Background: an optimization exercise with open tools, aiming at small area. Do not read the settings as production practice.
At most, simulation tests tie the RTL to the original design; equivalence was not proved.
Power is estimated from default activity; no workload was simulated.

==> inputs of job 8225 <==
## risc_regfile
module risc_regfile #(
  parameter int DATA_W = 32,
  parameter int ADDR_W = 5,
  parameter int CNT_W  = 2
) (
  input  logic              clk,
  input  logic              reset,
  input  logic              WB_RW,
  input  logic [ADDR_W-1:0] WB_DA,
  input  logic [DATA_W-1:0] WB_Bus_D,
  input  logic [ADDR_W-1:0] DOF_AA,
  input  logic [ADDR_W-1:0] DOF_BA,
  input  logic              DOF_Issue,
  input  logic [ADDR_W-1:0] DOF_Issue_DA,
  output logic [DATA_W-1:0] DOF_Bus_A,
  output logic [DATA_W-1:0] DOF_Bus_B,
  output logic              DOF_Hazard_A,
  output logic              DOF_Hazard_B,
  output logic              SB_Ovf
);
  localparam int NREG = 1 << ADDR_W;
  logic [DATA_W-1:0] r_mem [1:NREG-1];
  logic [NREG-1:1]   r_pend_hi;    
  logic [NREG-1:1]   r_pend_lo;    
  logic              r_ovf;
  logic              w_wr_en;
  logic              w_issue_ok;
  logic              w_en_a;        
  logic              w_en_b;
  logic              w_en_dn;       
  logic              w_en_up;       
  logic              w_hit_a;       
  logic              w_hit_b;
  ...
clock: 7.5 ns
lec_check: 0
cap_margin: 20
core_margin: 2
core_utilization: 50
setup_slack_margin: 0.15
slew_margin: 20
synth_hierarchical: 1
standard.sh (not shown) runs the stock make flow with config.mk's settings and CLKGATE_MAP_FILE= SYNTH_SCRIPT=/design/flow/synth_recipe.tcl, a recipe that flattens the netlist after the stock synthesis.
==> flow/flow/run.sh <==
#!/bin/bash
# Standard layout with two changes:
#  - ports are buffered with the plain buffer sky130_fd_sc_hd__buf_1
#    (instead of the delay buffer buffer_ports picks by default);
#  - clock tree from clkbuf_8 in clusters of up to 16 sinks, without dummy loads.
# Each tool's full output stays in the ORFS logs under orfs/logs; the make
# output is written to standard.log here.
set -e
export BUFFER_PORTS_ARGS="-buffer_cell sky130_fd_sc_hd__buf_1"
export CTS_ARGS="-sink_clustering_enable -repair_clock_nets -dont_use_dummy_load -buf_list {sky130_fd_sc_hd__clkbuf_8} -sink_clustering_size 16 -sink_clustering_max_diameter 60"
bash standard.sh > standard.log 2>&1
==> inputs of job 5766, as changes to job 8225 <==
--- a/flow/design.v
+++ b/flow/design.v
@@ -63,21 +63,15 @@
   logic [NREG-1:1]   r_pend_hi;    
   logic [NREG-1:1]   r_pend_lo;    
   logic              r_ovf;
   logic              w_wr_en;
   logic              w_issue_ok;
-  logic              w_en_a;        
-  logic              w_en_b;
-  logic              w_en_dn;       
-  logic              w_en_up;       
+  logic              w_same;        
   logic              w_hit_a;       
   logic              w_hit_b;
   logic [NREG-1:1]   w_wr_sel;      
   logic [NREG-1:1]   w_wr_sel_h;    
-  logic [NREG-1:1]   w_wr_hold;     
-  logic [NREG-1:1]   w_wr_hold_h;   
-  logic [DATA_W-1:0] w_mem_nxt [1:NREG-1];
   logic [NREG-1:1]   w_up_sel;      
   logic [NREG-1:1]   w_dn_sel;      
   logic [NREG-1:0]   w_sel_a;       
   logic [NREG-1:0]   w_sel_b;
   logic [NREG-1:0]   w_sel_a_h;     
@@ -88,59 +82,50 @@
   logic [NREG-1:1]   w_sat_up_n;    
   logic              w_wr_hi;       
   logic [NREG-1:1]   w_pend_nz;     
   assign w_wr_en    = WB_RW && (WB_DA != ADDR_W'(risc_pkg::R0));
   assign w_issue_ok = DOF_Issue && (DOF_Issue_DA != ADDR_W'(risc_pkg::R0));
+  assign w_same     = w_wr_en && w_issue_ok && (WB_DA == DOF_Issue_DA);
   assign w_hit_a    = w_wr_en && (WB_DA == DOF_AA);
   assign w_hit_b    = w_wr_en && (WB_DA == DOF_BA);
   for (genvar b = 0; b < DATA_W; b++) begin : g_wdata
     rf_and2 u_and (.i_a(WB_Bus_D[b]), .i_b(!reset), .o_y(w_wdata[b]));
   end
   assign w_sel_a[0] = !reset && w_hit_a;
   assign w_sel_b[0] = !reset && w_hit_b;
   assign w_sel_a_h[0] = w_sel_a[0];
   assign w_sel_b_h[0] = w_sel_b[0];
-  rf_miss   u_en_a  (.i_reset(reset), .i_rw(WB_RW), .i_a(WB_DA), .i_b(DOF_AA), .o_en(w_en_a));
-  rf_miss   u_en_b  (.i_reset(reset), .i_rw(WB_RW), .i_a(WB_DA), .i_b(DOF_BA), .o_en(w_en_b));
-  rf_cnt_en u_en_dn (.i_reset(reset), .i_v(WB_RW), .i_u(DOF_Issue), .i_a(WB_DA), .i_b(DOF_Issue_DA), .o_en(w_en_dn));
-  rf_cnt_en u_en_up (.i_reset(reset), .i_v(DOF_Issue), .i_u(WB_RW), .i_a(WB_DA), .i_b(DOF_Issue_DA), .o_en(w_en_up));
   logic [3:0] w_wr_lo, w_a_lo, w_b_lo;
   logic [7:0] w_wrp_hi, w_a_hi, w_b_hi;
   logic [3:0] w_dn_lo_n, w_up_lo_n;
   logic [7:0] w_dn_hi_n, w_up_hi_n;
   rf_pre_lo   u_pre_wr_lo (.i_a(WB_DA[1:0]),        .i_force(reset), .o_p(w_wr_lo));
   rf_pre_lo   u_pre_a_lo  (.i_a(DOF_AA[1:0]),       .i_force(1'b0),  .o_p(w_a_lo));
   rf_pre_lo   u_pre_b_lo  (.i_a(DOF_BA[1:0]),       .i_force(1'b0),  .o_p(w_b_lo));
   rf_pre_hi   u_pre_wr_hi (.i_a(WB_DA[4:2]),        .i_en(WB_RW),                          .i_force(reset), .o_p(w_wrp_hi));
-  rf_pre_hi   u_pre_a_hi  (.i_a(DOF_AA[4:2]),       .i_en(w_en_a), .i_force(1'b0),  .o_p(w_a_hi));
-  rf_pre_hi   u_pre_b_hi  (.i_a(DOF_BA[4:2]),       .i_en(w_en_b), .i_force(1'b0),  .o_p(w_b_hi));
+  rf_pre_hi   u_pre_a_hi  (.i_a(DOF_AA[4:2]),       .i_en(!reset && !w_hit_a),             .i_force(1'b0),  .o_p(w_a_hi));
+  rf_pre_hi   u_pre_b_hi  (.i_a(DOF_BA[4:2]),       .i_en(!reset && !w_hit_b),             .i_force(1'b0),  .o_p(w_b_hi));
   rf_pre_lo_n u_pre_dn_lo (.i_a(WB_DA[1:0]),        .o_n(w_dn_lo_n));
   rf_pre_lo_n u_pre_up_lo (.i_a(DOF_Issue_DA[1:0]), .o_n(w_up_lo_n));
-  rf_pre_hi_n u_pre_dn_hi (.i_a(WB_DA[4:2]),        .i_en(w_en_dn),.o_n(w_dn_hi_n));
-  rf_pre_hi_n u_pre_up_hi (.i_a(DOF_Issue_DA[4:2]), .i_en(w_en_up),.o_n(w_up_hi_n));
+  rf_pre_hi_n u_pre_dn_hi (.i_a(WB_DA[4:2]),        .i_en(WB_RW && !w_same && !reset),     .o_n(w_dn_hi_n));
+  rf_pre_hi_n u_pre_up_hi (.i_a(DOF_Issue_DA[4:2]), .i_en(DOF_Issue && !w_same && !reset), .o_n(w_up_hi_n));
   rf_dec_and u_dec_wr (.i_lo(w_wr_lo), .i_hi(w_wrp_hi), .o_sel(w_wr_sel));
   rf_dec_and u_dec_a  (.i_lo(w_a_lo),  .i_hi(w_a_hi),  .o_sel(w_sel_a[NREG-1:1]));
   rf_dec_and u_dec_b  (.i_lo(w_b_lo),  .i_hi(w_b_hi),  .o_sel(w_sel_b[NREG-1:1]));
   rf_dec_and u_dec_wr_h (.i_lo(w_wr_lo), .i_hi(w_wrp_hi), .o_sel(w_wr_sel_h));
-  rf_dec_nand u_hold    (.i_lo(w_wr_lo), .i_hi(w_wrp_hi), .o_sel_n(w_wr_hold));
-  rf_dec_nand u_hold_h  (.i_lo(w_wr_lo), .i_hi(w_wrp_hi), .o_sel_n(w_wr_hold_h));
   rf_dec_and u_dec_a_h  (.i_lo(w_a_lo),  .i_hi(w_a_hi),  .o_sel(w_sel_a_h[NREG-1:1]));
   rf_dec_and u_dec_b_h  (.i_lo(w_b_lo),  .i_hi(w_b_hi),  .o_sel(w_sel_b_h[NREG-1:1]));
   rf_dec_nor u_dec_dn (.i_lo_n(w_dn_lo_n), .i_hi_n(w_dn_hi_n), .o_sel(w_dn_sel));
   rf_dec_nor u_dec_up (.i_lo_n(w_up_lo_n), .i_hi_n(w_up_hi_n), .o_sel(w_up_sel));
   for (genvar r = 1; r < NREG; r++) begin : g_reg
-    for (genvar b = 0; b < DATA_W; b++) begin : g_hold
-      if (b < DATA_W / 2) begin : g_lo
-        rf_hold u_hold (.i_en(w_wr_sel[r]), .i_en_n(w_wr_hold[r]), .i_d(w_wdata[b]),
-                        .i_q(r_mem[r][b]), .o_y(w_mem_nxt[r][b]));
-      end else begin : g_hi
-        rf_hold u_hold (.i_en(w_wr_sel_h[r]), .i_en_n(w_wr_hold_h[r]), .i_d(w_wdata[b]),
-                        .i_q(r_mem[r][b]), .o_y(w_mem_nxt[r][b]));
-      end
-    end
     always_ff @(posedge clk) begin
-      r_mem[r] <= w_mem_nxt[r];
+      if (w_wr_sel[r]) begin
+        r_mem[r][DATA_W/2-1:0] <= w_wdata[DATA_W/2-1:0];
+      end
+      if (w_wr_sel_h[r]) begin
+        r_mem[r][DATA_W-1:DATA_W/2] <= w_wdata[DATA_W-1:DATA_W/2];
+      end
     end
     risc_scoreboard u_cnt (
       .i_reset  (reset),
       .i_up     (w_up_sel[r]),
       .i_dn     (w_dn_sel[r]),
@@ -171,29 +156,10 @@
   end
   rf_aomux #(.N(NREG-1)) u_wr_hi (.i_d(r_pend_hi), .i_s(w_wr_sel), .o_y(w_wr_hi));
   rf_aomux #(.N(NREG)) u_haz_a (.i_d({w_pend_nz, w_wr_hi}), .i_s(w_sel_a), .o_y(DOF_Hazard_A));
   rf_aomux #(.N(NREG)) u_haz_b (.i_d({w_pend_nz, w_wr_hi}), .i_s(w_sel_b), .o_y(DOF_Hazard_B));
 endmodule
-module rf_miss (
-  input  logic       i_reset,
-  input  logic       i_rw,
-  input  logic [4:0] i_a,
-  input  logic [4:0] i_b,
-  output logic       o_en
-);
-  assign o_en = !(i_reset || (i_rw && (i_a == i_b)));
-endmodule
-module rf_cnt_en (
-  input  logic       i_reset,
-  input  logic       i_v,
-  input  logic       i_u,
-  input  logic [4:0] i_a,
-  input  logic [4:0] i_b,
-  output logic       o_en
-);
-  assign o_en = i_v && !i_reset && !(i_u && (i_a == i_b));
-endmodule
 module rf_pre_lo (
   input  logic [1:0] i_a,
   input  logic       i_force,
   output logic [3:0] o_p
 );
@@ -244,35 +210,10 @@
 );
   for (genvar r = 1; r < 32; r++) begin : g_sel
     rf_nor2 u_nor (.i_a(i_lo_n[r % 4]), .i_b(i_hi_n[r / 4]), .o_y(o_sel[r]));
   end
 endmodule
-module rf_dec_nand (
-  input  logic [3:0]  i_lo,
-  input  logic [7:0]  i_hi,
-  output logic [31:1] o_sel_n
-);
-  for (genvar r = 1; r < 32; r++) begin : g_sel
-    rf_nand2 u_nand (.i_a(i_lo[r % 4]), .i_b(i_hi[r / 4]), .o_y(o_sel_n[r]));
-  end
-endmodule
-module rf_nand2 (
-  input  logic i_a,
-  input  logic i_b,
-  output logic o_y
-);
-  assign o_y = !(i_a && i_b);
-endmodule
-module rf_hold (
-  input  logic i_en,
-  input  logic i_en_n,
-  input  logic i_d,
-  input  logic i_q,
-  output logic o_y
-);
-  assign o_y = (i_en && i_d) || (i_en_n && i_q);
-endmodule
 module rf_and2 (
   input  logic i_a,
   input  logic i_b,
   output logic o_y
 );
SETUP_SLACK_MARGIN = default   (was 0.15)
==> inputs of job 3062, as changes to job 8225 <==
--- a/flow/design.v
+++ b/flow/design.v
@@ -63,14 +63,11 @@
   logic [NREG-1:1]   r_pend_hi;    
   logic [NREG-1:1]   r_pend_lo;    
   logic              r_ovf;
   logic              w_wr_en;
   logic              w_issue_ok;
-  logic              w_en_a;        
-  logic              w_en_b;
-  logic              w_en_dn;       
-  logic              w_en_up;       
+  logic              w_same;        
   logic              w_hit_a;       
   logic              w_hit_b;
   logic [NREG-1:1]   w_wr_sel;      
   logic [NREG-1:1]   w_wr_sel_h;    
   logic [NREG-1:1]   w_wr_hold;     
@@ -88,37 +85,34 @@
   logic [NREG-1:1]   w_sat_up_n;    
   logic              w_wr_hi;       
   logic [NREG-1:1]   w_pend_nz;     
   assign w_wr_en    = WB_RW && (WB_DA != ADDR_W'(risc_pkg::R0));
   assign w_issue_ok = DOF_Issue && (DOF_Issue_DA != ADDR_W'(risc_pkg::R0));
+  assign w_same     = w_wr_en && w_issue_ok && (WB_DA == DOF_Issue_DA);
   assign w_hit_a    = w_wr_en && (WB_DA == DOF_AA);
   assign w_hit_b    = w_wr_en && (WB_DA == DOF_BA);
   for (genvar b = 0; b < DATA_W; b++) begin : g_wdata
     rf_and2 u_and (.i_a(WB_Bus_D[b]), .i_b(!reset), .o_y(w_wdata[b]));
   end
   assign w_sel_a[0] = !reset && w_hit_a;
   assign w_sel_b[0] = !reset && w_hit_b;
   assign w_sel_a_h[0] = w_sel_a[0];
   assign w_sel_b_h[0] = w_sel_b[0];
-  rf_miss   u_en_a  (.i_reset(reset), .i_rw(WB_RW), .i_a(WB_DA), .i_b(DOF_AA), .o_en(w_en_a));
-  rf_miss   u_en_b  (.i_reset(reset), .i_rw(WB_RW), .i_a(WB_DA), .i_b(DOF_BA), .o_en(w_en_b));
-  rf_cnt_en u_en_dn (.i_reset(reset), .i_v(WB_RW), .i_u(DOF_Issue), .i_a(WB_DA), .i_b(DOF_Issue_DA), .o_en(w_en_dn));
-  rf_cnt_en u_en_up (.i_reset(reset), .i_v(DOF_Issue), .i_u(WB_RW), .i_a(WB_DA), .i_b(DOF_Issue_DA), .o_en(w_en_up));
   logic [3:0] w_wr_lo, w_a_lo, w_b_lo;
   logic [7:0] w_wrp_hi, w_a_hi, w_b_hi;
   logic [3:0] w_dn_lo_n, w_up_lo_n;
   logic [7:0] w_dn_hi_n, w_up_hi_n;
   rf_pre_lo   u_pre_wr_lo (.i_a(WB_DA[1:0]),        .i_force(reset), .o_p(w_wr_lo));
   rf_pre_lo   u_pre_a_lo  (.i_a(DOF_AA[1:0]),       .i_force(1'b0),  .o_p(w_a_lo));
   rf_pre_lo   u_pre_b_lo  (.i_a(DOF_BA[1:0]),       .i_force(1'b0),  .o_p(w_b_lo));
   rf_pre_hi   u_pre_wr_hi (.i_a(WB_DA[4:2]),        .i_en(WB_RW),                          .i_force(reset), .o_p(w_wrp_hi));
-  rf_pre_hi   u_pre_a_hi  (.i_a(DOF_AA[4:2]),       .i_en(w_en_a), .i_force(1'b0),  .o_p(w_a_hi));
-  rf_pre_hi   u_pre_b_hi  (.i_a(DOF_BA[4:2]),       .i_en(w_en_b), .i_force(1'b0),  .o_p(w_b_hi));
+  rf_pre_hi   u_pre_a_hi  (.i_a(DOF_AA[4:2]),       .i_en(!reset && !w_hit_a),             .i_force(1'b0),  .o_p(w_a_hi));
+  rf_pre_hi   u_pre_b_hi  (.i_a(DOF_BA[4:2]),       .i_en(!reset && !w_hit_b),             .i_force(1'b0),  .o_p(w_b_hi));
   rf_pre_lo_n u_pre_dn_lo (.i_a(WB_DA[1:0]),        .o_n(w_dn_lo_n));
   rf_pre_lo_n u_pre_up_lo (.i_a(DOF_Issue_DA[1:0]), .o_n(w_up_lo_n));
-  rf_pre_hi_n u_pre_dn_hi (.i_a(WB_DA[4:2]),        .i_en(w_en_dn),.o_n(w_dn_hi_n));
-  rf_pre_hi_n u_pre_up_hi (.i_a(DOF_Issue_DA[4:2]), .i_en(w_en_up),.o_n(w_up_hi_n));
+  rf_pre_hi_n u_pre_dn_hi (.i_a(WB_DA[4:2]),        .i_en(WB_RW && !w_same && !reset),     .o_n(w_dn_hi_n));
+  rf_pre_hi_n u_pre_up_hi (.i_a(DOF_Issue_DA[4:2]), .i_en(DOF_Issue && !w_same && !reset), .o_n(w_up_hi_n));
   rf_dec_and u_dec_wr (.i_lo(w_wr_lo), .i_hi(w_wrp_hi), .o_sel(w_wr_sel));
   rf_dec_and u_dec_a  (.i_lo(w_a_lo),  .i_hi(w_a_hi),  .o_sel(w_sel_a[NREG-1:1]));
   rf_dec_and u_dec_b  (.i_lo(w_b_lo),  .i_hi(w_b_hi),  .o_sel(w_sel_b[NREG-1:1]));
   rf_dec_and u_dec_wr_h (.i_lo(w_wr_lo), .i_hi(w_wrp_hi), .o_sel(w_wr_sel_h));
   rf_dec_nand u_hold    (.i_lo(w_wr_lo), .i_hi(w_wrp_hi), .o_sel_n(w_wr_hold));
@@ -171,29 +165,10 @@
   end
   rf_aomux #(.N(NREG-1)) u_wr_hi (.i_d(r_pend_hi), .i_s(w_wr_sel), .o_y(w_wr_hi));
   rf_aomux #(.N(NREG)) u_haz_a (.i_d({w_pend_nz, w_wr_hi}), .i_s(w_sel_a), .o_y(DOF_Hazard_A));
   rf_aomux #(.N(NREG)) u_haz_b (.i_d({w_pend_nz, w_wr_hi}), .i_s(w_sel_b), .o_y(DOF_Hazard_B));
 endmodule
-module rf_miss (
-  input  logic       i_reset,
-  input  logic       i_rw,
-  input  logic [4:0] i_a,
-  input  logic [4:0] i_b,
-  output logic       o_en
-);
-  assign o_en = !(i_reset || (i_rw && (i_a == i_b)));
-endmodule
-module rf_cnt_en (
-  input  logic       i_reset,
-  input  logic       i_v,
-  input  logic       i_u,
-  input  logic [4:0] i_a,
-  input  logic [4:0] i_b,
-  output logic       o_en
-);
-  assign o_en = i_v && !i_reset && !(i_u && (i_a == i_b));
-endmodule
 module rf_pre_lo (
   input  logic [1:0] i_a,
   input  logic       i_force,
   output logic [3:0] o_p
 );
CORE_UTILIZATION = 55   (was 50)
SETUP_SLACK_MARGIN = 0.3   (was 0.15)
==> notes.md <==
| metric | job 3062 | job 5766 | job 8225 |
|---|---|---|---|
| Clock Latency Late Sink | 0.71 ns | 0.74 ns | 0.78 ns |
| Die H | 284 microns | 301 microns | 298 microns |
| Min Tclk post-route | 7.33 ns | 7.40 ns | 7.28 ns |
| Largest stage delay on the critical path | 0.62 ns | 0.58 ns | 0.88 ns |
| Area fraction in compound gates after synthesis | 0.392 | 0.186 | 0.391 |
| Sw frac | 0.341 | 0.277 | 0.343 |
| Termination of the worst setup path | DOF_Bus_A[8] | DOF_Bus_A[11] | DOF_Bus_A[12] |
| Met1 routing resource usage after global routing | 0.588 | 0.453 | 0.557 |
| # placed instances | 5170 | 4183 | 5281 |
| Tcrit/Tclk final | 0.978 | 0.986 | 0.971 |
| Summed area of non-filler cells in the final layout | 47300 sq um | 48000 sq um | 47600 sq um |
| Reported clock group power | 0.00289 W | 0.00287 W | 0.00293 W |
| Power Sequential | 0.00676 W | 0.00732 W | 0.00676 W |
| GRT met3 Usage | 0.132 | 0.0895 | 0.120 |
| Register area | 21100 sq um | 31000 sq um | 21100 sq um |
| Result of the run | finished clean | finished clean | finished clean |
| Non-CTS inverters | 73 | 73 | 74 |
| Highest clock frequency the design can meet | 0.136 GHz | 0.135 GHz | 0.137 GHz |
| Post-place instance area | 46100 sq um | 46800 sq um | 46300 sq um |
| Placer's final routability congestion estimate | 1.02 | 0.929 | 1.00 |
| Detailed router's first-iteration violation count | 11400 | 8879 | 10400 |
| Net switching power | 0.00429 W | 0.00327 W | 0.00433 W |
For job 5766, only the layout was checked, not whether the RTL still works.

-- afterwards: timing with drivers on the ports --
The flow's constraints put no driver on any port. The routed layouts listed below were extracted and timed again, unchanged, in two steps.
Step 1 sets driving cells, clkbuf_16 on the clock port and buf_2 on the other inputs (assumed; they add their load-dependent delay and slew).
Step 2 times the ports against the registers' clock, not the clock port: input delays grow and output delays shrink by t, the midpoint of the rising clock arrivals with the driver on.
Three values: ideal ports, drivers, drivers and shift; two values: the first two.
run | t (ns) | setup WS [ns] | hold slack, ns
job 8225 | 0.826 | 0.217 / 0.193 / 0.193 | 0.503 / 0.503 / 0.503
job 5766 | 0.782 | 0.101 / 0.075 / 0.075 | 0.527 / 0.527 / 0.527
job 3062 | 0.788 | 0.165 / 0.048 / 0.048 | 0.504 / 0.504 / 0.504
After both steps every run listed still meets setup and hold. For job 3062, which loses most, drivers alone change the setup slack by -0.117 ns; drivers and shift together by -0.117 ns.
